Background: an optimization exercise with open tools, aiming at small area and a short achievable clock period. Do not read the settings as production practice.
At most, simulation tests tie the RTL to the original design; equivalence was not proved.
Only the layout flow was run in runs 2 and 3; the RTL was not checked for function there.
No activity file was given, so power comes from the tool's default toggle rates.

==> config.mk <==
export PLATFORM = sky130hd
export DESIGN_NAME = tdisto_accum
export DESIGN_NICKNAME = tdisto_accum
export VERILOG_FILES = /design/flow/design.v
export SDC_FILE = /design/flow/constraint.sdc
export NUM_CORES = 4
export LEC_CHECK = 0
export CAP_MARGIN = 20
export CORE_MARGIN = 2
export CORE_UTILIZATION = 40
export SETUP_SLACK_MARGIN = 2.0
export SLEW_MARGIN = 20
==> constraint.sdc <==
create_clock -name core_clock -period 7.0 [get_ports {clk}]
set_input_delay 1.4000 -clock core_clock [delete_from_list [all_inputs] [get_ports {clk}]]
set_output_delay 1.4000 -clock core_clock [all_outputs]
set_load 0.01 [all_outputs]
==> design.v <==
module tdisto_accum #(
  parameter int BLOCK_NUM = 16,
  parameter int ACC_WIDTH = 32
) (
  input  logic               clk,
  input  logic               rst_n,
  input  logic               start,
  input  logic [15:0]        tlambda,
  input  logic signed [31:0] sum_a,
  input  logic               done_a,
  input  logic signed [31:0] sum_b,
  input  logic               done_b,
  output logic               busy,
  output logic [31:0]        disto,
  output logic               disto_valid,
  output logic               err
);
  localparam int PROD_W = ACC_WIDTH + 16;
  localparam logic [6:0] CNT_LAST = BLOCK_NUM - 1;
  localparam logic [1:0] S_IDLE = 2'd0;
  localparam logic [1:0] S_ACC  = 2'd1;
  localparam logic [1:0] S_MUL  = 2'd2;
  localparam logic [1:0] S_OUT  = 2'd3;
  function automatic logic [31:0] abs_shift5(input logic signed [31:0] a,
                                             input logic signed [31:0] b);
    logic signed [32:0] diff;
    logic [32:0]        mag;
    diff = $signed({a[31], a}) - $signed({b[31], b});
    if (diff[32]) begin
      mag = -diff;
    end else begin
      mag = diff;
    end
    abs_shift5 = {4'd0, mag[32:5]};
  endfunction
  function automatic logic [ACC_WIDTH-1:0] sat_add(input logic [ACC_WIDTH-1:0] acc,
                                                   input logic [31:0]          inc);
    logic [ACC_WIDTH:0] sum;
    logic [ACC_WIDTH:0] inc_x;
    inc_x = inc;
    sum = {1'b0, acc} + inc_x;
    if (sum[ACC_WIDTH]) begin
      sat_add = {ACC_WIDTH{1'b1}};
    end else begin
      sat_add = sum[ACC_WIDTH-1:0];
    end
  endfunction
  logic [1:0]           state_q, state_d;
  logic [15:0]          tlambda_q, tlambda_d;
  logic signed [31:0]   sum_a_q, sum_a_d;
  logic signed [31:0]   sum_b_q, sum_b_d;
  logic                 pend_a_q, pend_a_d;
  logic                 pend_b_q, pend_b_d;
  logic [31:0]          abs_q, abs_d;
  logic                 abs_vld_q, abs_vld_d;
  logic [ACC_WIDTH-1:0] acc_q, acc_d;
  logic [6:0]           cnt_q, cnt_d;
  logic [PROD_W-1:0]    prod_q, prod_d;
  logic [31:0]          disto_q, disto_d;
  logic                 disto_valid_q, disto_valid_d;
  logic                 err_q, err_d;
  logic                 busy_q, busy_d;
  logic                 consume_s;
  logic [PROD_W:0]      rnd_s;
  logic [PROD_W-8:0]    scaled_s;
  logic [31:0]          disto_sat_s;
  always_comb begin
    rnd_s    = {1'b0, prod_q} + 9'd128;
    scaled_s = rnd_s[PROD_W:8];
    if (|scaled_s[PROD_W-8:32]) begin
      disto_sat_s = 32'hFFFF_FFFF;
    end else begin
      disto_sat_s = scaled_s[31:0];
    end
  end
  always_comb begin
    state_d       = state_q;
    tlambda_d     = tlambda_q;
    sum_a_d       = sum_a_q;
    sum_b_d       = sum_b_q;
    pend_a_d      = pend_a_q;
    pend_b_d      = pend_b_q;
    abs_d         = abs_q;
    abs_vld_d     = 1'b0;
    acc_d         = acc_q;
    cnt_d         = cnt_q;
    prod_d        = prod_q;
    disto_d       = disto_q;
    disto_valid_d = 1'b0;
    err_d         = err_q;
    consume_s     = 1'b0;
    if (start) begin
      state_d   = S_ACC;
      tlambda_d = tlambda;
      pend_a_d  = 1'b0;
      pend_b_d  = 1'b0;
      abs_d     = 32'd0;
      acc_d     = {ACC_WIDTH{1'b0}};
      cnt_d     = 7'd0;
      err_d     = 1'b0;
    end else begin
      case (state_q)
        S_IDLE: begin
          state_d = S_IDLE;
        end
        S_ACC: begin
          consume_s = pend_a_q & pend_b_q;
          if (consume_s) begin
            abs_d     = abs_shift5(sum_a_q, sum_b_q);
            abs_vld_d = 1'b1;
          end else begin
            abs_d = abs_q;
          end
          if (done_a) begin
            if (pend_a_q && !consume_s) begin
              err_d    = 1'b1;
              pend_a_d = 1'b1;
            end else begin
              sum_a_d  = sum_a;
              pend_a_d = 1'b1;
            end
          end else begin
            pend_a_d = pend_a_q & ~consume_s;
          end
          if (done_b) begin
            if (pend_b_q && !consume_s) begin
              err_d    = 1'b1;
              pend_b_d = 1'b1;
            end else begin
              sum_b_d  = sum_b;
              pend_b_d = 1'b1;
            end
          end else begin
            pend_b_d = pend_b_q & ~consume_s;
          end
          if (abs_vld_q) begin
            acc_d = sat_add(acc_q, abs_q);
            cnt_d = cnt_q + 7'd1;
            if (cnt_q == CNT_LAST) begin
              state_d = S_MUL;
            end else begin
              state_d = S_ACC;
            end
          end else begin
            state_d = S_ACC;
          end
        end
        S_MUL: begin
          prod_d  = acc_q * tlambda_q;
          state_d = S_OUT;
        end
        S_OUT: begin
          disto_d       = disto_sat_s;
          disto_valid_d = 1'b1;
          state_d       = S_IDLE;
        end
        default: begin
          state_d = S_IDLE;
        end
      endcase
    end
    busy_d = (state_d != S_IDLE) || (state_q == S_OUT);
  end
  always_ff @(posedge clk) begin
    if (!rst_n) begin
      state_q       <= S_IDLE;
      tlambda_q     <= 16'd0;
      sum_a_q       <= 32'sd0;
      sum_b_q       <= 32'sd0;
      pend_a_q      <= 1'b0;
      pend_b_q      <= 1'b0;
      abs_q         <= 32'd0;
      abs_vld_q     <= 1'b0;
      acc_q         <= {ACC_WIDTH{1'b0}};
      cnt_q         <= 7'd0;
      prod_q        <= {PROD_W{1'b0}};
      disto_q       <= 32'd0;
      disto_valid_q <= 1'b0;
      err_q         <= 1'b0;
      busy_q        <= 1'b0;
    end else begin
      state_q       <= state_d;
      tlambda_q     <= tlambda_d;
      sum_a_q       <= sum_a_d;
      sum_b_q       <= sum_b_d;
      pend_a_q      <= pend_a_d;
      pend_b_q      <= pend_b_d;
      abs_q         <= abs_d;
      abs_vld_q     <= abs_vld_d;
      acc_q         <= acc_d;
      cnt_q         <= cnt_d;
      prod_q        <= prod_d;
      disto_q       <= disto_d;
      disto_valid_q <= disto_valid_d;
      err_q         <= err_d;
      busy_q        <= busy_d;
    end
  end
  assign busy        = busy_q;
  assign disto       = disto_q;
  assign disto_valid = disto_valid_q;
  assign err         = err_q;
endmodule
==> run.sh <==
#!/bin/bash
# synth_recipe.tcl (not shown) runs the flow's synth.tcl, then flattens the netlist and writes it again
# the make line also repeats each setting of config.mk as NAME=value (left out here)
make -C /OpenROAD-flow-scripts/flow DESIGN_CONFIG=/design/flow/config.mk WORK_HOME=/design/flow/orfs CLKGATE_MAP_FILE= SYNTH_SCRIPT=/design/flow/synth_recipe.tcl finish
==> results list, run 1 <==
* Run status: finished clean
- Final critical-path share of the clock period: 0.914
- CTS tree: built
- Of the cells placed in the final design, the portion with a size suffix greater than 1 is 0.115.
- The tree built by TritonCTS fans out to around 230 sinks.
* Worst slew pin tran: just under 1 ns
- In this run the deepest clock path goes through 3 buffers.
- H-tree depth: 1
- Of all nets on the critical path, the largest fanout is 5.
* Synth Net Count: about 4100
* Number of failing hold endpoints at the final stage: 0
- Dividing the synthesized area by the synthesized cell count gives 8.25 um2.
* Area after detailed placement: a little over 30000 um2
- M1 WL: 35.0 mm
* Power per cell area: about 110 nW/um2
- After detailed routing, the number of vias per cell comes to roughly 5.2.
* Crit path capture type: register
- Global-route wire length before repair: around 130 mm
* Area of all placed cells without fillers: about 34000 um2
- The total area inside the core boundary comes to roughly 70000 um2.
* Startpoint type of the worst setup path: register
- Setup Viol. Count Final: 0
- Number of instances in the synthesized netlist: around 3400
- The mapped netlist covers 28200 um2.
* Peak clock frequency supported by timing: around 160 MHz
* Capturing point of the worst reg2reg path: prod_q[41]
- Number of buffers created by CTS: 30
* Leading area contributor after synthesis: fa_1
- Synth Flop Type: dfxtp_1
- Worst setup path category: reg -> reg
- DRT Wirelength: about 80 mm
- Worst min path class: reg -> reg
* Number of cells on the worst reg-to-reg path: 27
* Area grow syn2layout: 19.6%
- Count of input and output buffers: 119
- Leaving out fill and tap cells, the most frequent cell in the layout is nand2_1.
- Min Tclk post-route: 6.40 ns
* Post-route DRC: 0
* Grt total ovfl: 0
* Worst Hold Slack: 0.452 ns
- The later pin in the worst-skew pair is clocked with a latency of 0.62 ns.
* Total met2 wirelength after detailed routing: 37.1 mm
- The cell sitting at the root of the clock tree is a clkbuf_16.
- Number of antenna violations at the first check in global routing: 2
* Uppermost layer routed: met4
- The floorplan step set the die height to 270 um.
- Die area: 72600 um2
* RR Startpoint: tlambda_q[7]
- The library cells used most frequently in the layout, excluding fill and tap cells, are 604 x nand2_1, 516 x inv_1, 403 x fa_1, 233 x a21oi_1, 207 x and2_1.
- Most area-consuming cells after synthesis: fa_1 30%, dfxtp_1 16%, nand2_1 8.2%
* Number of placement rows: slightly below 100
- The number of different library cells used by synthesis comes to a little under 80.
- Worst-case clock skew: ~0.044 ns
- In this run the most critical hold path is launched from sum_b_q[10].
* Horizontal extent of the die: approximately 270 um
* Number of flops mapped to enable cells by yosys: 0
- The initial utilization of the core area, before any placement, comes to 0.403.
- The via count of the first global-routing pass came to ~24000.
- WL per Instance: between 15 and 20 um
- Leak pwr: about 0.015 uW
- For hold timing, the worst endpoint is sum_b_q[10].
- Highest ir drop seen on vdd: just under 0.2 mV
* Nets: 4250
- After clock tree synthesis, the clock-pin slew on the worst setup and hold paths is 0.06 ns.
- Counting instances, the worst hold path has a depth of 2.
* RSZ-0062 raised after global routing: yes
- Total length of routed met3 wires: 5.00 mm
* Number of synthesized register bits: between 200 and 250
* Pin count of the biggest net entering global routing: 70
- For this run, the register share of the synthesized area comes to 0.162.
* Relative max-transition margin: 0.351
- Summed over all nets, the half-perimeter wirelength after detailed placement is approximately 56 mm.
- Of the post-synthesis cell area, the dominant cell type holds 0.297.
- For this run, the total global-route usage over all layers was measured as 0.217.
- Max-cap violations in this run came to 0.
- Before antenna repair, the detailed router went through 5 iterations.
* Number of DRC markers in iteration 0: approximately 1500
- Residual antenna-violating net count after detailed routing: 0
- The congestion estimate from routability-driven global placement came to 0.856.
- Slack of the worst reg-to-reg path: a little over 0.6 ns
- The layout has approximately 7000 filler cells.
* Post-route setup TNS: 0 ns
* Proportion of register bits with asynchronous set or reset after synthesis: 0
- Data required time at the worst endpoint: ~7.5 ns
- The max-slew violation total from the final report came to 0.
- Count of synthesis-stage warnings from yosys: 1
* Count of boundary I/O pins: 120
* Via Count: roughly 24000
- STA puts the critical path data arrival time at a little under 7 ns.
-- worst max-delay path by stage --
| stage | end | slack, ns | from | depth (start not counted) |
|---|---|---|---|---|
| after floorplan | prod_q[46] | 1.08 | acc_q[28] | 24 |
| after global placement | prod_q[46] | 0.42 | tlambda_q[4] | 22 |
| after detailed placement | prod_q[46] | 0.30 | tlambda_q[4] | 22 |
| after CTS | prod_q[46] | 0.65 | tlambda_q[10] | 21 |
| after global routing | prod_q[41] | 0.39 | tlambda_q[7] | 27 |
| final | prod_q[41] | 0.60 | tlambda_q[7] | 27 |
-- routing by layer --
layer  vias to the layer above  global-route usage
li1                      11131                   -
met1                     11672               0.288
met2                       620               0.366
met3                       170              0.0249
met4                         0              0.0744
met5                         -                   0
-- flip-flops by register name, summed over array words and instances (netlist names), 2 cells and up --
register	cells
abs_q	28
acc_q	32
cnt_q	7
disto_q	32
prod_q	41
state_q	2
sum_a_q	32
sum_b_q	32
tlambda_q	16
-- power breakdown --
group / switching (uW) / internal, uW / leakage, uW / total (uW)
registers: 20.6 / 1310 / 0.00187 / 1330
logic: 490 / 319 / 0.0126 / 808
clock network: 665 / 908 / 0.000480 / 1570
total: 1180 / 2530 / 0.0149 / 3710
-- stage by stage --
| step | setup WS, ns | util | power, uW | std cells |
|---|---|---|---|---|
| 2_1_floorplan | 1.08 | - | 1840 | 3418 |
| 3_3_place_gp | 0.423 | 0.440 | 2080 | 4369 |
| 3_5_place_dp | 0.302 | 0.440 | 2080 | 4369 |
| 4_1_cts | 0.648 | 0.471 | 3700 | 4478 |
| 5_1_grt | 0.392 | 0.482 | 3860 | 4528 |
| 6_report | 0.603 | 0.482 | 3710 | 4530 |
-- final cells by class --
class	count	area, um2	share of cell area
clock buffer	37	817	0.0242
clock inverter	16	181	0.00538
inverter	527	1980	0.0587
multi-input combinational	2491	21800	0.646
antenna	2	5.00	0.000148
sequential	228	4680	0.139
tap	940	1180	0.0349
timing repair buffer	289	3090	0.0915
-- kinds of logic (layout without fill, tap and decap cells) --
family / after synthesis / count (layout) / synth area share
AND/OR/NAND/NOR: 1156 / 1156 / 0.193
buffers and inverters: 699 / 869 / 0.0938
adder cells (fa/ha/maj): 598 / 598 / 0.377
AO/OA/AOI/OAI: 579 / 579 / 0.125
flip-flops: 228 / 228 / 0.162
XOR/XNOR: 139 / 139 / 0.0432
multiplexers: 19 / 19 / 0.00674
other: 0 / 2 / 0
-- synthesized netlist by cell type (all sizes together) (11+ instances only) --
master / instances
or3: 15
nand2: 614
fa: 419
o21ai: 117
ha: 179
nand4: 26
dfxtp: 228
nor3: 36
mux2i: 19
clkbuf: 162
a21o: 53
nor2b: 13
and3: 26
a31oi: 20
and2: 219
nor2: 116
o211ai: 13
o21a: 14
o21bai: 11
nand3: 32
xor2: 69
inv: 527
a21oi: 250
xnor2: 70
nand2b: 15
a211oi: 22
-- worst max-delay path: stages (launching register included) --
cell       delay (ns)
dfxtp_4          0.43
buf_12           0.12
buf_12           0.09
nand2_1          0.07
fa_1             0.54
inv_1            0.05
fa_1             0.51
fa_2             0.60
fa_2             0.43
fa_1             0.49
inv_1            0.05
fa_1             0.47
inv_1            0.04
ha_1             0.28
nand4_1          0.18
nor2_1           0.20
o2111ai_2        0.13
a31o_4           0.25
a21oi_4          0.18
o221ai_4         0.15
buf_6            0.14
buf_6            0.10
buf_6            0.12
o21ai_4          0.18
a21oi_2          0.08
xnor2_1          0.15
nand2_1          0.09
a21oi_2          0.15
-- repair_timing --
action                     CTS  global route
hold buffers                 0             0
gates resized for setup    128            90
setup endpoints to repair   41            40
pin swaps                   44            79
buffers inserted            52            44
cloned                       4             6
==> inputs of run 2 (changes only) <==
==> design.v (replaced) <==
module tdisto_accum (
  input  logic        clk,
  input  logic        rst_n,
  input  logic        start,
  input  logic [15:0] tlambda,
  input  logic [31:0] sum_a,
  input  logic        done_a,
  input  logic [31:0] sum_b,
  input  logic        done_b,
  output logic        busy,
  output logic [31:0] disto,
  output logic        disto_valid,
  output logic        err
);
  localparam logic [1:0] S_IDLE = 2'd0;
  localparam logic [1:0] S_ACC  = 2'd1;
  localparam logic [1:0] S_MUL  = 2'd2;
  localparam logic [1:0] S_OUT  = 2'd3;
  logic [1:0]  state_q;
  logic        pend_a_q, pend_b_q;
  logic        vld_q;
  logic [4:0]  cnt_q;
  logic        busy_q, disto_valid_q, err_q;
  logic [31:0] disto_q;
  logic [15:5] tl_q;
  logic [5:0]  dig_q;
  logic [31:0] sa_q, sb_q;
  logic [30:0] acc_q;
  logic [30:0] r_q;
  logic [1:0]  l_q;
  logic in_acc, in_mul, in_out;
  assign in_acc = (state_q == S_ACC);
  assign in_mul = (state_q == S_MUL);
  assign in_out = (state_q == S_OUT);
  logic consume;
  assign consume = in_acc & pend_a_q & pend_b_q;
  logic [32:0] diff;
  logic        neg;
  logic [27:0] mag_x;
  logic        mag_c;
  assign diff  = {sa_q[31], sa_q} - {sb_q[31], sb_q};
  assign neg   = diff[32];
  assign mag_x = diff[32:5] ^ {28{neg}};
  assign mag_c = neg & ~|diff[4:0];
  logic [30:0] acc_sum;
  assign acc_sum = acc_q + {3'd0, mag_x} + {30'd0, mag_c};
  logic [30:0] addend;
  logic [36:0] x;
  assign addend = in_acc ? 31'd128 : r_q;
  assign x = {6'd0, addend} + acc_q * dig_q;
  logic [31:0] disto_res;
  assign disto_res = (|x[36:30]) ? 32'hFFFF_FFFF : {x[29:0], l_q};
  logic acc_done;
  assign acc_done = in_acc & vld_q & cnt_q[4];
  always_ff @(posedge clk) begin
    if (!rst_n) begin
      state_q       <= S_IDLE;
      pend_a_q      <= 1'b0;
      pend_b_q      <= 1'b0;
      vld_q         <= 1'b0;
      busy_q        <= 1'b0;
      disto_valid_q <= 1'b0;
      err_q         <= 1'b0;
      disto_q       <= 32'd0;
    end else begin
      busy_q        <= start | (state_q != S_IDLE);
      disto_valid_q <= ~start & in_out;
      vld_q         <= ~start & consume;
      if (start) begin
        state_q  <= S_ACC;
        pend_a_q <= 1'b0;
        pend_b_q <= 1'b0;
        err_q    <= 1'b0;
      end else begin
        case (state_q)
          S_ACC: begin
            if (acc_done) state_q <= S_MUL;
            pend_a_q <= done_a | (pend_a_q & ~consume);
            pend_b_q <= done_b | (pend_b_q & ~consume);
            if ((done_a & pend_a_q & ~consume) | (done_b & pend_b_q & ~consume))
              err_q <= 1'b1;
          end
          S_MUL: state_q <= S_OUT;
          S_OUT: begin
            state_q <= S_IDLE;
            disto_q <= disto_res;
          end
          default: ;
        endcase
      end
    end
  end
  always_ff @(posedge clk) begin
    if (start) tl_q <= tlambda[15:5];
    if (start) dig_q <= {1'b0, tlambda[4:0]};
    else if (acc_done) dig_q <= {1'b0, tl_q[9:5]};
    else if (in_mul) dig_q <= tl_q[15:10];
    if (done_a & (~pend_a_q | pend_b_q)) sa_q <= sum_a;
    if (done_b & (~pend_b_q | pend_a_q)) sb_q <= sum_b;
    if (start) begin
      acc_q <= 31'd0;
      cnt_q <= 5'd0;
    end else if (consume & ~cnt_q[4]) begin
      acc_q <= acc_sum;
      cnt_q <= cnt_q + 5'd1;
    end
    r_q <= x[35:5];
    l_q <= x[4:3];
  end
  assign busy        = busy_q;
  assign disto       = disto_q;
  assign disto_valid = disto_valid_q;
  assign err         = err_q;
endmodule
--- a/config.mk
+++ b/config.mk
@@ -9,4 +9,4 @@
 export CORE_MARGIN = 2
-export CORE_UTILIZATION = 40
-export SETUP_SLACK_MARGIN = 2.0
+export CORE_UTILIZATION = 60
+export SETUP_SLACK_MARGIN = 1.0
 export SLEW_MARGIN = 20
==> run 2 against run 1 <==
Flip-flop and latch count shrank 38. Clock skew decreased by 0.027 ns. Combinational power down 17%. Routed wire length down 51%. Synthesized area shrank 41%. Register-to-register slack improved by 0.35 ns. Synthesized cell count fell by 48%. Critical path depth fell by 6. Critical path type unchanged.
==> results list, run 2 <==
- Buffers from clock root to sink, at most: 2 (-1)
- The total global routing track utilization was 0.273 (+0.0566).
- Most frequent standard cell in the layout excluding fill and tap cells: inv_1
* Area after detailed placement: 18100 um2 (-41%)
- Cell chain of the critical path: buf_12, buf_6, and2_1, fa_1, fa_1, fa_1, inv_1, fa_1, inv_1, ha_4, nand2_1, o22ai_2, nor2_2, a2111oi_4, or4_1, nand4_1, or4b_4, a2111oi_4, buf_6, clkbuf_16, a21oi_2
- The starting DRC count in detailed routing is 826 (-44%).
- The summed instance area of the synthesized netlist was 16700 um2 (-41%).
- Filler-free cell count of the finished design: 2307 (-49%)
- The starting density of the core was 0.605 (+0.202).
- The chip height is 171 um (-37%).
* Data required time at the worst endpoint: 7.33 ns (-0.18 ns)
- The final worst hold slack was 0.468 ns (+0.0155 ns).
- The relative max-transition margin came to 0.332 (-0.0191).
* Hold buffers post-CTS: 0 (unchanged)
- Setup repair after global routing could not meet its margin everywhere.
* Grt total ovfl: 0 (unchanged)
- The number of port buffers came to 119 (unchanged).
- DRT Wirelength: 39.1 mm (-51%)
- The biggest cell delay along the critical path was 0.55 ns (-0.05 ns).
- Nets: 2263 (-47%)
- Diode insertion count for antenna repair: 0 (-2)
* Area of all placed cells without fillers: 19500 um2 (-42%)
* Final critical-path share of the clock period: 0.864 (-0.0498)
* H-tree depth: 4 (+3)
- Capturing point of the worst reg2reg path: disto_q[22]
- The most common cell in the synthesized netlist is inv_1.
- Sequential standard cell area: 4610 um2 (-1.6%)
* Slack of the worst reg-to-reg path: 0.95 ns (+0.35 ns)
* Master cell of the clock root buffer: clkbuf_16
* Worst-case clock skew: 0.0165 ns (-0.0271 ns)
- Ranked by total cell area, the synthesized netlist is headed by fa_1 18%, edfxtp_1 14%, dfxtp_1 13%.
* Cell type of the slowest stage on the worst timing path: fa_1
- Via density per instance: 5.61 (+7.7%)
* Worst Hold Path Cells: 2 (unchanged)
- Pin count of the biggest net entering global routing: 64 (-8.6%)
- Arrival time at the worst endpoint: 6.38 ns (-0.52 ns)
- Number of buffers created by CTS: 17 (-43%)
- The total number of vias is 12938 (-45%).
- The peak ir drop on the vdd network was 0.133 mV (-31%).
* Worst-skew pair later-pin latency: 0.45 ns (-0.17 ns)
- The number of detailed-route iterations in the first pass came to 7 (+2).
- The post-synthesis sequential area ratio came to 0.276 (+0.114).
- CTS tree: built
- The post-synth net total was 2137 (-48%).
- The placeable core area was 27600 um2 (-61%).
- The max-slew violation total from the final report is 0 (unchanged).
* Commonest cells after routing, fill and taps aside: 212 x inv_1, 171 x and2_1, 156 x nand2_1, 146 x fa_1, 131 x a21oi_1
* Area grow syn2layout: 17.0%
* Hold-critical path endpoint: disto_q[1]
- GPL Wtd Cong: 0.933 (+9.0%)
- The setup TNS came to 0 ns (unchanged).
- Synth Flop Type: dfxtp_1
- Clock slew seen by the registers of the worst setup and hold paths: 0.07 ns (about the same)
- Synth top cells by count: 218 x inv_1, 175 x and2_1, 160 x nand2_1, 148 x fa_1, 139 x a21oi_1
- Distinct cell type count of the synthesized netlist: 84 (+9.1%)
* RR Startpoint: dig_q[2]
* Leading area contributor after synthesis: fa_1
* Largest driver fanout on the critical path: 15 (+10)
- Peak clock frequency supported by timing: 165 MHz (+5.8%)
- Number of synthesized register bits: 190 (-17%)
* Startpoint type of the worst setup path: register
- The worst setup path is captured at a register.
- Via count of the first global-routing pass: 12723 (-47%)
* Residual antenna-violating net count after detailed routing: 0 (unchanged)
- The detailed-placement wirelength estimate was 28.7 mm (-49%).
* Multi-input logic area: 11300 um2 (-48%)
* Run status: finished clean
* Power per cell area: 143 nW/um2 (+30%)
- The worst hold path belongs to the class reg -> reg.
- The fraction of synthesis flops using an asynchronous set or reset pin is 0 (unchanged).
* Count of boundary I/O pins: 120 (unchanged)
- Worst slew pin tran: 1.00 ns (+0.0408 ns)
- Global-route wire length before repair: 63.1 mm (-51%)
- Worst setup path category: reg -> reg
- The count of flip-flops with a built-in enable after synthesis came to 80 (+80).
- Number of cells on the worst reg-to-reg path: 21 (-22%)
- Largest registers in the final layout: disto_q (32), sa_q (32), sb_q (32)
- Filler cells: 2103 (-69%)
* Num Clock Sinks: 190 (-17%)
* Number of instances in the synthesized netlist: 1790 (-48%)
- WL per Instance: 16.9 um (-4.2%)
- The startpoint identified for the worst hold timing path is l_q[1].
- The synthesized area divided by synthesized cell count came to 9.32 um2 (+13%).
- The initial antenna violation count came to 0 (-2).
- Number of cells after detailed placement: 2237 (-49%)
* Count of maximum capacitance violations: 0 (unchanged)
- The most numerous cell type found on the critical path is fa_1.
- Utilization of the core after routing: 0.708 (+0.226)
- Min Tclk post-route: 6.05 ns (-0.349 ns)
- The DRC violation count after routing is 0 (unchanged).
* Count of synthesis-stage warnings from yosys: 1 (unchanged)
* Number of placement rows: 61 (-37%)
- The hold violation total from the final report was 0 (unchanged).
- Layout cells sized above 1: 0.111 (-0.00417)
- Die area: 29100 um2 (-60%)
- The area fraction of the dominant cell type after synthesis is 0.178 (-0.120).
- Setup Viol. Count Final: 0 (unchanged)
- Horizontal extent of the die: 171 um (-37%)
- The leakage power of the design came to 0.00894 uW (-40%).
-- run 2: logic make-up after synthesis --
logic type | count (synthesis) | share of synthesized area
flip-flops | 190 | 0.276
AO/OA/AOI/OAI | 395 | 0.160
multiplexers | 8 | 0.00480
AND/OR/NAND/NOR | 549 | 0.170
XOR/XNOR | 102 | 0.0540
adder cells (fa/ha/maj) | 262 | 0.263
buffers and inverters | 284 | 0.0719
-- run 2: how the worst max path moves through the flow --
stage	startpoint	to	slack, ns	depth (start not counted)
floorplan	dig_q[4]	disto_q[18]	1.06	19
global placement	sa_q[0]	acc_q[30]	0.40	23
detailed placement	dig_q[2]	disto_q[11]	0.28	18
CTS	dig_q[0]	disto_q[25]	0.97	20
global route	dig_q[0]	disto_q[4]	0.77	21
finish	dig_q[2]	disto_q[22]	0.95	21
-- run 2: metal layers --
metal	GRT usage	vias to the layer above	wire length, um
met4	0.104	0	1210
met3	0.0347	86	1820
met1	0.366	6177	17600
li1	-	6262	-
met2	0.454	413	18400
met5	0	-	0
-- run 2: layout make-up --
cell class                      instances  share of cell area
Multi-Input combinational cell       1316               0.581
Sequential cell                       190               0.236
Timing Repair Buffer                  173              0.0900
Inverter                              218              0.0419
Tap cell                              378              0.0242
Clock buffer                           19              0.0222
Clock inverter                         13             0.00455
-- run 2: repair_timing --
| action | CTS | global route |
|---|---|---|
| resized for setup | 45 | 67 |
| setup endpoints to repair | 43 | 37 |
| buffers inserted | 21 | 11 |
| pin swaps | 16 | 57 |
| cloned | 3 | 1 |
| hold endpoints to repair | 0 | 0 |
-- run 2: power breakdown --
group	leakage [uW]	internal, uW	switching [uW]
logic	0.00702	306	365
clock network	0.000252	455	461
registers	0.00167	1190	14.7
total	0.00894	1960	841
-- run 2: metrics by stage --
stage / setup slack, ns / total power (uW)
3_5_place_dp: 0.279 / 1850
4_1_cts: 0.969 / 2790
6_report: 0.952 / 2800
5_1_grt: 0.766 / 2940
2_1_floorplan: 1.06 / 1700
3_3_place_gp: 0.398 / 1840
-- run 2: critical path: cells and delay by family (launching register included) --
family	cells	cell delay [ns]
AO/OA/AOI/OAI	4	1.03
buffers and inverters	6	0.88
AND/OR/NAND/NOR	6	1.22
flip-flops	1	0.43
adder cells (fa/ha/maj)	5	2.38
==> inputs of run 3 (changes only) <==
--- a/config.mk
+++ b/config.mk
@@ -10,3 +10,3 @@
 export CORE_UTILIZATION = 60
-export SETUP_SLACK_MARGIN = 1.0
+export SETUP_SLACK_MARGIN = 0
 export SLEW_MARGIN = 20
==> run 3 against run 2 <==
Global-route usage is 1.3 points lower. Routed wire length fell by 5.2%. Register-to-register slack got worse by 0.57 ns. Via count down 2.8%. First-iteration DRC count is 8.5% lower. Non-clock buffer count down 33. Critical path type unchanged. Final cell count is 1.4% lower.
==> results list, run 3 <==
- The flow ran to the end and the layout has no timing, DRC or antenna violations.
* Startpoint type of the worst setup path: register
* Seq/Total Area, Yosys: 0.276 (unchanged)
- Nets: 2230 (-1.5%)
* Pin count of the biggest net entering global routing: 64 (unchanged)
- The post-synthesis share of cell area spent on and, or, nand and nor gates is 0.170 (unchanged).
* Count of input and output buffers: 119 (unchanged)
- Data required time at the worst endpoint: 7.32 ns (about the same)
* Via density per instance: 5.53 (-1.5%)
- After synthesis, the cell types taking the most area are fa_1 18%, edfxtp_1 14%, dfxtp_1 13%.
- The maximum clock frequency came to 151 MHz (-8.6%).
- Number of flops mapped to enable cells by yosys: 80 (unchanged)
* Placeable core area: 27600 um2 (unchanged)
* Num Clock Sinks: 190 (unchanged)
* Proportion of register bits with asynchronous set or reset after synthesis: 0 (unchanged)
* Number of antenna violations at the first check in global routing: 1 (+1)
- The number of fillers in the final layout came to 2204 (+4.8%).
* Largest driver fanout on the critical path: 32 (+17)
- By area, the combinational part of the netlist is dominated by adder cells.
- The setup TNS was 0 ns (unchanged).
* Power per cell area: 147 nW/um2 (+2.8%)
* Residual antenna-violating net count after detailed routing: 0 (unchanged)
- The number of max-cap violations was 0 (unchanged).
- Largest registers in the final layout: disto_q (32), sa_q (32), sb_q (32)
* Cell with the most instances after synthesis: inv_1
- The most used flip-flop cell after synthesis is dfxtp_1.
- The area fraction of the dominant cell type after synthesis is 0.178 (unchanged).
* Netlist area before placement: 16700 um2 (unchanged)
* Global-route wire length before repair: 60.6 mm (-4.0%)
* Worst-case clock skew: 0.0156 ns (-0.000899 ns)
- The H-tree depth came to 4 (unchanged).
- The max-slew violation total from the final report is 0 (unchanged).
* Highest ir drop seen on vdd: 0.136 mV (+2.1%)
* RSZ-0062 raised after global routing: no
- The total of warnings raised by yosys came to 1 (unchanged).
- Area grow syn2layout: 12.3%
- Worst slew pin tran: 1.01 ns (+0.00470 ns)
- The post-synthesis compound-gate area fraction is 0.160 (unchanged).
- The chip height is 171 um (unchanged).
- Relative max-transition margin: 0.329 (-0.00314)
- The worst setup path is captured at a register.
- The via count of the first global-routing pass is 12490 (-1.8%).
- HPWL Detailed: 28.7 mm (unchanged)
- The clock-pin transition on the worst setup and hold timing paths is 0.07 ns (about the same).
- Arrival time at the worst endpoint: 6.94 ns (+0.56 ns)
* Setup Viol. Count Final: 0 (unchanged)
- The count of distinct cell types in the synthesized netlist came to 84 (unchanged).
- The starting density of the core was 0.605 (unchanged).
- Horizontal extent of the die: 171 um (unchanged)
- The setup path with the least slack is of type reg -> reg.
* Number of failing hold endpoints at the final stage: 0 (unchanged)
* Count of boundary I/O pins: 120 (unchanged)
- The post-synthesis mux area share is 0.00480 (unchanged).
- Min Tclk post-route: 6.62 ns (+0.570 ns)
- The synthesized area divided by synthesized cell count was 9.32 um2 (unchanged).
- The flop and latch count out of synthesis is 190 (unchanged).
- The leakage power of the design was 0.00869 uW (-2.8%).
- The CTS buffer count came to 17 (unchanged).
- The total number of vias came to 12573 (-2.8%).
- The portion of the clock cycle consumed by the worst path in the final layout is 0.945 (+0.0814).
* DRT Wirelength: 37.0 mm (-5.2%)
- The starting DRC count in detailed routing was 756 (-8.5%).
- The number of detailed-route iterations in the first pass came to 7 (unchanged).
* Synth top cells by count: 218 x inv_1, 175 x and2_1, 160 x nand2_1, 148 x fa_1, 139 x a21oi_1
* Number of instances in the synthesized netlist: 1790 (unchanged)
- The total global routing track utilization is 0.261 (-0.0125).
- The library cell used most frequently in the layout, excluding fill and tap cells, is inv_1.
- Layout cells sized above 1: 0.0591 (-0.0519)
- In this run the worst hold path is classified as reg -> reg.
- The remaining global-route overflow came to 0 (unchanged).
* Post-Synth XOR/XNOR Area: 0.0540 (unchanged)
- WL per Instance: 16.3 um (-3.9%)
- Leading area contributor after synthesis: fa_1
- CTS tree: built
* Worst-skew pair later-pin latency: 0.45 ns (about the same)
- The post-synth net total is 2137 (unchanged).
- The deepest clock path buffer count was 2 (unchanged).
- The hold buffer count at CTS was 0 (unchanged).
* Die area: 29100 um2 (unchanged)
* Post-route DRC: 0 (unchanged)
* GPL Wtd Cong: 0.933 (unchanged)
- Adder-cell share of the synthesized area: 0.263 (unchanged)
- The utilization after layout was 0.680 (-0.0284).
- The number of core rows was 61 (unchanged).
- Commonest cells after routing, fill and taps aside: 218 x inv_1, 175 x and2_1, 160 x nand2_1, 148 x fa_1, 139 x a21oi_1
- Master cell of the clock root buffer: clkbuf_16
run 3: area by class of cell:
| type | count | area [um2] | share of cell area |
|---|---|---|---|
| multi-input combinational | 1316 | 10900 | 0.583 |
| sequential | 190 | 4600 | 0.246 |
| timing repair buffer | 140 | 1380 | 0.0738 |
| inverter | 218 | 818 | 0.0437 |
| tap | 378 | 473 | 0.0253 |
| clock buffer | 19 | 433 | 0.0231 |
| clock inverter | 13 | 88.8 | 0.00474 |
| antenna | 1 | 2.50 | 0.000134 |
run 3: path summary, 6_finish.rpt:
path | end | cells after the start | slack (ns) | from
setup / recovery | disto_q[11] | 18 | 0.38 | dig_q[4]
hold / removal | disto_q[1] | 2 | 0.45 | l_q[1]
hold reg to reg | disto_q[1] | 2 | 0.45 | l_q[1]
setup reg to reg | disto_q[11] | 18 | 0.38 | dig_q[4]
run 3: cell families (layout without fill, tap and decap cells):
family | count (synthesis) | count (layout)
flip-flops | 190 | 190
other | 0 | 1
XOR/XNOR | 102 | 102
multiplexers | 8 | 8
AND/OR/NAND/NOR | 549 | 549
buffers and inverters | 284 | 390
AO/OA/AOI/OAI | 395 | 395
adder cells (fa/ha/maj) | 262 | 262
run 3: what timing repair did:
action | 4_1_cts | 5_1_grt
buffers inserted | 0 | 3
resized for setup | 0 | 1
endpoints found under the setup margin | 0 | 31
run 3: power breakdown:
part | internal [uW] | switching, uW
registers | 1200 | 24.1
clock network | 455 | 462
logic | 284 | 340
total | 1930 | 826
run 3: critical path, stage by stage (launching register included):
cell	delay (ns)
edfxtp_1	0.80
and2_1	0.25
fa_1	0.47
fa_1	0.52
fa_1	0.54
inv_1	0.05
fa_1	0.54
inv_1	0.05
ha_1	0.36
and2_1	0.24
a311o_1	0.42
nor3_1	0.34
a211oi_2	0.18
nor4_2	0.24
a311oi_1	0.09
or4b_4	0.57
a2111oi_4	0.41
buf_12	0.29
a21oi_2	0.09
run 3: per-stage QoR:
step           instances  hold slack, ns  total power (uW)  setup WS (ns)  area [um2]
2_1_floorplan       1790           0.410              1700           1.06       16700
3_3_place_gp        2237           0.424              1840          0.398       18100
3_5_place_dp        2237           0.449              1850          0.279       18100
4_1_cts             2269           0.456              2770          0.246       18700
5_1_grt             2275           0.473              2900         0.0809       18700
6_report            2275           0.449              2760          0.382       18700
run 3: per-layer routing:
metal | vias to the layer above | wire, um | GRT usage
met1 | 5958 | 17300 | 0.354
met5 | - | 0 | 0
li1 | 6195 | - | -
met2 | 346 | 17000 | 0.425
met4 | 0 | 1140 | 0.0948
met3 | 74 | 1580 | 0.0389
==> inputs of run 4 (changes only) <==
--- a/design.v
+++ b/design.v
@@ -24,4 +24,3 @@
   logic [31:0] disto_q;
-  logic [15:5] tl_q;
-  logic [5:0]  dig_q;
+  logic [15:0] tl_q;
   logic [31:0] sa_q, sb_q;
@@ -46,6 +45,12 @@
   assign acc_sum = acc_q + {3'd0, mag_x} + {30'd0, mag_c};
+  logic [5:0]  dig;
   logic [30:0] addend;
   logic [36:0] x;
+  always_comb begin
+    if (in_acc) dig = {1'b0, tl_q[4:0]};
+    else if (in_mul) dig = {1'b0, tl_q[9:5]};
+    else dig = tl_q[15:10];
+  end
   assign addend = in_acc ? 31'd128 : r_q;
-  assign x = {6'd0, addend} + acc_q * dig_q;
+  assign x = {6'd0, addend} + acc_q * dig;
   logic [31:0] disto_res;
@@ -93,6 +98,3 @@
   always_ff @(posedge clk) begin
-    if (start) tl_q <= tlambda[15:5];
-    if (start) dig_q <= {1'b0, tlambda[4:0]};
-    else if (acc_done) dig_q <= {1'b0, tl_q[9:5]};
-    else if (in_mul) dig_q <= tl_q[15:10];
+    if (start) tl_q <= tlambda;
     if (done_a & (~pend_a_q | pend_b_q)) sa_q <= sum_a;
--- a/config.mk
+++ b/config.mk
@@ -9,4 +9,4 @@
 export CORE_MARGIN = 2
-export CORE_UTILIZATION = 60
-export SETUP_SLACK_MARGIN = 0
+export CORE_UTILIZATION = 40
+export SETUP_SLACK_MARGIN = 2.0
 export SLEW_MARGIN = 20
==> run 4 against run 3 <==
Critical endpoint is now disto_q[27]. Largest power group unchanged. Sequential share of layout area down 1.9 points. Die area up 44%. Synthesized area down 3.1%. Combinational power up 26%. Register-to-register slack better by 0.45 ns.
==> results list, run 4 <==
* Filler cells: 3682 (+67%)
* Largest driver fanout on the critical path: 31 (-3.1%)
- The count of flip-flops with a built-in enable after synthesis was 80 (unchanged).
- Via count of the first global-routing pass: 12384 (-0.85%)
- Cell with the most instances after synthesis: inv_1
- Post-route setup TNS: 0 ns (unchanged)
- The placeable core area came to 39800 um2 (+45%).
- The max-slew violation total from the final report came to 0 (unchanged).
- Worst setup path category: reg -> reg
- The met1 routed wirelength after detailed routing was 19.3 mm (+12%).
- Netlist area before placement: 16200 um2 (-3.1%)
* Utilization of the core after routing: 0.508 (-0.172)
- DRT Wirelength: 40.6 mm (+9.6%)
- The CTS buffer count is 17 (unchanged).
* Switching power summed over all nets: 901 uW (+9.0%)
- Min Tclk post-route: 6.17 ns (-0.452 ns)
* GPL Wtd Cong: 0.874 (-6.3%)
- Largest registers in the final layout: disto_q (32), sa_q (32), sb_q (32)
* Die area: 42000 um2 (+44%)
- Pin count of the biggest net entering global routing: 64 (unchanged)
- Grt total ovfl: 0 (unchanged)
- The synthesized area divided by synthesized cell count is 9.32 um2 (about the same).
* Via Count: 12547 (-0.21%)
- The first-pass GRT wire length came to 62.4 mm (+2.9%).
* Residual antenna-violating net count after detailed routing: 0 (unchanged)
* Seq/Total Area, Yosys: 0.284 (+0.00763)
- The hold buffer count at CTS was 0 (unchanged).
- Proportion of register bits with asynchronous set or reset after synthesis: 0 (unchanged)
- Portion of total power attributed to the clock network: 0.329 (-0.003)
- Distinct cell type count of the synthesized netlist: 67 (-20%)
* H-tree depth: 4 (unchanged)
- Synth Net Count: 2080 (-2.7%)
- The sequential share of power was 0.405 (-0.037).
* Count of synthesis-stage warnings from yosys: 1 (unchanged)
* Num Clock Sinks: 189 (-0.53%)
* Layout cells sized above 1: 0.154 (+0.0946)
- HPWL Detailed: 28.8 mm (+0.44%)
* Highest ir drop seen on vdd: 0.168 mV (+24%)
- Relative max-transition margin: 0.398 (+0.0689)
- Synth Flop Type: dfxtp_1
- Via density per instance: 5.15 (-6.9%)
- Setup repair after global routing could not meet its margin everywhere.
- The min-delay analysis places its worst path in the category reg -> reg.
* Most frequent standard cell in the layout excluding fill and tap cells: inv_1
- Leaving out fill and tap cells, the most frequent cells in the layout are 213 x inv_1, 167 x and2_1, 143 x fa_1, 137 x a21oi_1, 131 x nand2_1.
- Crit path capture type: register
- The starting density of the core came to 0.406 (-0.200).
* Final critical-path share of the clock period: 0.881 (-0.0646)
* Run status: finished clean
- Summed over all instances, the cell type with the most area after synthesis is fa_1.
* Post-route DRC: 0 (unchanged)
- The clock-pin transition on the worst setup and hold timing paths was 0.07 ns (about the same).
* Worst slew pin tran: 0.900 ns (-0.107 ns)
- Compared with the post-synthesis result, the final layout area differs by 25.2%.
- The cell-internal power was 2060 uW (+6.5%).
- The deepest clock path buffer count was 2 (unchanged).
* Number of DRC markers in iteration 0: 578 (-24%)
* Count of input and output buffers: 119 (unchanged)
* Worst Hold Slack: 0.430 ns (-0.0190 ns)
- The sequential cell area was 4590 um2 (-0.27%).
- The initial antenna violation count is 0 (-1).
- After synthesis, the cell types taking the most area are fa_1 18%, edfxtp_1 15%, dfxtp_1 14%.
* First-pass iteration count of the detailed router: 5 (-2)
* Number of synthesized register bits: 189 (-0.53%)
- Switch share: 0.304 (+0.00494)
* Top-area cell type share of the netlist area: 0.183 (+0.00571)
- Worst-case clock skew: 0.0224 ns (+0.00672 ns)
- Number of failing hold endpoints at the final stage: 0 (unchanged)
* Number of instances in the synthesized netlist: 1733 (-3.2%)
- Synth top cells by count: 219 x inv_1, 173 x and2_1, 167 x a21oi_1, 148 x fa_1, 135 x nand2_1
- The combinational share of power came to 0.266 (+0.040).
- The wire length on met3 was 1.63 mm (+3.4%).
* Count of boundary I/O pins: 120 (unchanged)
- STA classifies the critical path startpoint as a register.
- The count of inserted antenna diode cells is 0 (-1).
- Multi-input logic area: 11600 um2 (+5.9%)
* Nets: 2247 (+0.76%)
- Leak pwr: 0.00911 uW (+4.8%)
- Power per cell area: 146 nW/um2 (-0.72%)
- The number of core rows was 73 (+20%).
- All-layer global routing usage: 0.185 (-0.0757)
- Overall die height: 205 um (+20%)
- Horizontal extent of the die: 205 um (+20%)
- The maximum clock frequency was 162 MHz (+7.3%).
- TritonCTS built the clock tree.
* Arrival time at the worst endpoint: 6.50 ns (-0.44 ns)
- Uppermost layer routed: met4
- Data required time at the worst endpoint: 7.33 ns (about the same)
- WL per Instance: 16.6 um (+2.2%)
- The count of endpoints failing setup in the final report is 0 (unchanged).
* Master cell of the clock root buffer: clkbuf_16
- Total met2 wirelength after detailed routing: 18.8 mm (+11%)
- The number of max-cap violations came to 0 (unchanged).
* Worst-skew pair later-pin latency: 0.47 ns (+0.02 ns)
[run 4: cell count changes after synthesis, moves of 7 or more]
cell / change
a21oi_2: -30
a21oi_1: +28
nand2_1: -25
nor3_1: -12
nand3_1: -11
o21a_1: +10
a31oi_1: +8
o31ai_1: -8
clkbuf_1: +7
o211ai_1: +7
o31a_1: +7
[run 4: cell type report]
class / count / share of cell area
Clock buffer: 19 / 0.0214
Clock inverter: 13 / 0.00643
Inverter: 219 / 0.0406
Multi-Input combinational cell: 1268 / 0.572
Sequential cell: 189 / 0.227
Tap cell: 525 / 0.0325
Timing Repair Buffer: 205 / 0.100
[run 4: repair_timing]
action / 4_1_cts / 5_1_grt
buffers inserted: 2 / 63
pin swaps: 3 / 85
resized for setup: 19 / 160
gates cloned: 0 / 9
endpoints found under the setup margin: 86 / 83
[run 4: logic make-up after synthesis]
logic type                 after synthesis  share of synthesized area
and+or+nand+nor                        492                      0.159
AOI/OAI and AO/OA                      401                      0.156
buffers and inverters                  279                     0.0677
adders and majority gates              262                      0.272
DFF                                    189                      0.284
xor gates and xnor gates                98                     0.0540
muxes                                   12                    0.00767
[run 4: final timing paths]
check / startpoint / to / slack (ns) / cells past startpoint
min reg2reg: l_q[0] / disto_q[0] / 0.43 / 2
max: state_q[1] / disto_q[27] / 0.83 / 23
max reg2reg: state_q[1] / disto_q[27] / 0.83 / 23
min: l_q[0] / disto_q[0] / 0.43 / 2
[run 4: metal layers]
layer / vias up / track usage
li1: 6157 / -
met1: 6075 / 0.261
met2: 272 / 0.297
met3: 43 / 0.0286
met4: 0 / 0.0486
met5: - / 0
[run 4: per-stage QoR]
stage          cells  power [uW]  worst slack (ns)  area, um2
6_report        2438        2960             0.834      20200
5_1_grt         2438        3120             0.644      20200
4_1_cts         2364        2850             0.941      18800
3_5_place_dp    2330        1860            0.0114      18200
3_3_place_gp    2330        1850             0.161      18200
2_1_floorplan   1733        1710              1.46      16500
[run 4: critical path: stages (launching register included)]
cell	delay [ns]
dfxtp_4	0.42
buf_4	0.16
nor2b_1	0.05
a211oi_2	0.20
a21oi_2	0.07
buf_12	0.17
and2_4	0.17
fa_1	0.57
fa_1	0.44
fa_1	0.51
inv_1	0.06
fa_1	0.52
inv_2	0.05
ha_4	0.30
o211ai_1	0.18
a211oi_4	0.37
nand2_1	0.13
and3_4	0.22
a2111oi_4	0.40
o31a_1	0.21
o221ai_1	0.13
and4bb_4	0.43
clkbuf_16	0.19
a21oi_1	0.06
[run 4: power groups by stage]
stage / Combinational, uW / Sequential, uW / Clock, uW
2_1_floorplan: 488 / 1220 / 0
3_3_place_gp: 631 / 1220 / 0
3_5_place_dp: 640 / 1220 / 0
4_1_cts: 646 / 1200 / 1010
5_1_grt: 865 / 1200 / 1050
6_report: 788 / 1200 / 974

[separate check: timing with driven ports]
No port has a modelled driver above. Below, the same layouts with a new extraction and two added sets of constraints.
Step 1: set_driving_cell puts a clkbuf_16 on clk and a buf_2 on each other input, an assumption about the parent block.
Step 2 moves the port delays by t, midway between the first and last clock arrival at a register: inputs arrive t later, outputs are due t later. That takes back most of the time a late clock gives input paths.
a / b / c = no drivers / after step 1 / after step 2; a / b = the first two.
| run | shift t [ns] | slack for setup (ns) | worst setup path after step 2 | slew at the worst register clock pin (ns) | worst slew at a driven data input, ns |
|---|---|---|---|---|---|
| run 1 | 0.653 | 0.603 / 0.603 / 0.603 | register to register | 0.07 / 0.07 | 0.06 |
| run 2 | 0.494 | 0.952 / 0.952 / 0.952 | register to register | 0.08 / 0.08 | 0.06 |
| run 3 | 0.497 | 0.382 / 0.382 / 0.382 | register to register | 0.08 / 0.08 | 0.07 |
| run 4 | 0.510 | 0.834 / 0.834 / 0.834 | register to register | 0.09 / 0.09 | 0.04 |
After both steps setup and hold are still met in every run listed.
